From an optimization exercise on the open Yosys and OpenROAD flow, aimed at small area, a short achievable clock period and few clock cycles per item; shortcuts taken in it are not production practice. Only simulation tests tie the RTL to the original design; equivalence was not proved.

## conv_pe_top
module conv_pe_top (
    input  logic          clk,
    input  logic          arst_n,
    input  logic          row_wr,
    input  logic [287:0]  row_data,
    input  logic          weight_wr,
    input  logic [1:0]    weight_filter,
    input  logic [1:0]    weight_row,
    input  logic [26:0]   weight_taps,
    output logic          busy,
    output logic          out_valid,
    output logic [4:0]    out_col,
    output logic [65:0]   out_data
);
export LEC_CHECK = 0
export CAP_MARGIN = 20
export CORE_MARGIN = 2
export CORE_UTILIZATION = 55
export PLACE_DENSITY = 0.68
export SETUP_SLACK_MARGIN = 4.92
export SLEW_MARGIN = 20
create_clock -name core_clock -period 8.0 [get_ports {clk}]
standard.sh (not shown) runs the stock make flow with config.mk's settings and CLKGATE_MAP_FILE= SYNTH_SCRIPT=/design/flow/synth_recipe.tcl, a recipe that flattens the netlist after the stock synthesis.
==> flow/flow/run.sh <==
#!/bin/bash
# Own layout flow: the standard layout (standard.sh) with these changes.
# 1. Synthesis skips the generic ABC pass inside Yosys's "synth" fine stage
#    (synth -noabc), so the hand-built full-adder trees in kernel_mac.sv reach
#    extract_fa unchanged instead of being restructured first (which made
#    extract_fa put an inverter at most adder pins).  Everything else,
#    registers included, is the standard synthesis script.
# 2. Port buffers are buf_2 cells instead of the delay cell
#    (clkdlybuf4s50_1) that buffer_ports picks by default.  Every input and
#    output port still gets its own buffer.
# 3. Clock tree synthesis clusters up to 20 sinks within 80 um per leaf buffer and adds
#    no dummy loads (a balanced H-tree from the clock port as usual, every
#    register reached through clock buffers).
# Every tool's output goes to flow_make.log in the work folder; ORFS also
# keeps its per-step logs under orfs/logs.
set -euo pipefail
work=$(pwd)
sed 's/yosys synth -nofsm -noshare /yosys synth -nofsm -noshare -noabc /' \
    synth_recipe.tcl > "$work/noabc_synth.tcl"
grep -q -- '-noabc' "$work/noabc_synth.tcl"
bash standard.sh SYNTH_SCRIPT="$work/noabc_synth.tcl" \
    BUFFER_PORTS_ARGS="-buffer_cell sky130_fd_sc_hd__buf_2" \
    CTS_ARGS="-sink_clustering_enable -repair_clock_nets -dont_use_dummy_load -sink_clustering_size 20 -sink_clustering_max_diameter 80" \
    finish > "$work/flow_make.log" 2>&1
Testbench counts at the start, summed over its fixed seeds: cycles 9,160, results 9,120.
==> next run, changes <==
--- a/flow/flow/run.sh
+++ b/flow/flow/run.sh
@@ -11 +11 @@
-# 3. Clock tree synthesis clusters up to 20 sinks within 80 um per leaf buffer and adds
+# 3. Clock tree synthesis clusters up to 25 sinks within 95 um per leaf buffer and adds
@@ -23 +23 @@
-    CTS_ARGS="-sink_clustering_enable -repair_clock_nets -dont_use_dummy_load -sink_clustering_size 20 -sink_clustering_max_diameter 80" \
+    CTS_ARGS="-sink_clustering_enable -repair_clock_nets -dont_use_dummy_load -sink_clustering_size 25 -sink_clustering_max_diameter 95" \
What happened: Fmax came out higher by 1.2%; hold slack stays flat; die area stays the same.

========
Setup of main:
conv_pe_top again, from the RTL that the note above started with.
clock: 8.0 ns
lec_check: 0
cap_margin: 20
core_margin: 2
core_utilization: 55
place_density: 0.68
setup_slack_margin: 4.85
slew_margin: 20
==> flow/flow/run.sh <==
#!/bin/bash
# Own layout flow: the standard layout (standard.sh) with these changes.
# 1. Synthesis skips the generic ABC pass inside Yosys's "synth" fine stage
#    (synth -noabc), so the hand-built full-adder trees in kernel_mac.sv reach
#    extract_fa unchanged instead of being restructured first (which made
#    extract_fa put an inverter at most adder pins).  Everything else,
#    registers included, is the standard synthesis script.
# 2. Port buffers are buf_2 cells instead of the delay cell
#    (clkdlybuf4s50_1) that buffer_ports picks by default.  Every input and
#    output port still gets its own buffer.
# 3. Clock tree synthesis clusters up to 20 sinks within 80 um per leaf buffer and adds
#    no dummy loads (a balanced H-tree from the clock port as usual, every
#    register reached through clock buffers).
# Every tool's output goes to flow_make.log in the work folder; ORFS also
# keeps its per-step logs under orfs/logs.
set -euo pipefail
work=$(pwd)
sed 's/yosys synth -nofsm -noshare /yosys synth -nofsm -noshare -noabc /' \
    synth_recipe.tcl > "$work/noabc_synth.tcl"
grep -q -- '-noabc' "$work/noabc_synth.tcl"
bash standard.sh SYNTH_SCRIPT="$work/noabc_synth.tcl" \
    BUFFER_PORTS_ARGS="-buffer_cell sky130_fd_sc_hd__buf_2" \
    CTS_ARGS="-sink_clustering_enable -repair_clock_nets -dont_use_dummy_load -sink_clustering_size 20 -sink_clustering_max_diameter 80" \
    finish > "$work/flow_make.log" 2>&1
Testbench counts of main, summed over its fixed seeds: cycles 9,160, results 9,120.
The following lists how the feature branch was set up differently from main:
==> flow/flow/run.sh <==
#!/bin/bash
# Own layout flow: the standard layout (standard.sh) with two changes.
# 1. Synthesis skips the generic ABC pass inside Yosys's "synth" fine stage
#    (synth -noabc), so the hand-built full-adder trees in kernel_mac.sv reach
#    extract_fa unchanged instead of being restructured first (which made
#    extract_fa put an inverter at most adder pins).  Everything else,
#    registers included, is the standard synthesis script.
# 2. Port buffers are buf_2 cells instead of the delay cell
#    (clkdlybuf4s50_1) that buffer_ports picks by default.  Every input and
#    output port still gets its own buffer.
# Every tool's output goes to flow_make.log in the work folder; ORFS also
# keeps its per-step logs under orfs/logs.
set -euo pipefail
work=$(pwd)
sed 's/yosys synth -nofsm -noshare /yosys synth -nofsm -noshare -noabc /' \
    synth_recipe.tcl > "$work/noabc_synth.tcl"
grep -q -- '-noabc' "$work/noabc_synth.tcl"
bash standard.sh SYNTH_SCRIPT="$work/noabc_synth.tcl" \
    BUFFER_PORTS_ARGS="-buffer_cell sky130_fd_sc_hd__buf_2" \
    finish > "$work/flow_make.log" 2>&1
## What came out
In the metrics for the feature branch and main, the one carrying the higher via count is the feature branch. On clock-pin slew on the worst setup and hold paths, the feature branch and main are neck and neck. Clock skew: the feature branch and main compared, lower one is main. The buffer share of cell area was comparable across the feature branch and main. Changes observed in the feature branch relative to main: hold slack roughly the same.

[what the ideal ports hide]
No port has a modelled driver above. Below, the same layouts with a new extraction and two added sets of constraints. Step 1: set_driving_cell puts a clkbuf_16 on clk and a buf_2 on each other input, an assumption about the parent block. Step 2 adds t to the input delays and takes it off the output delays; t is the mean of the earliest and latest rising clock arrival at the registers after step 1. Input paths then give back, and output paths get back, about the clock's delay inside the block. a / b / c = ideal ports / drivers / drivers and shift; a / b = the first two.
| run | t (ns) | setup WS [ns] | pins driven straight from the clock port |
|---|---|---|---|
| the first run of note 1 | 0.903 | 4.869 / 4.869 / 4.232 | 1 |
| the second run of note 1 | 0.904 | 4.906 / 4.849 / 4.295 | 1 |
| main | 0.904 | 4.829 / 4.773 / 4.197 | 1 |
| the feature branch | 0.976 | 4.803 / 4.802 / 4.012 | 1 |
After both steps setup and hold are still met in every run listed. The setup slack of the feature branch, which loses most, moves by -0.001 ns with the drivers and by -0.791 ns with both steps.
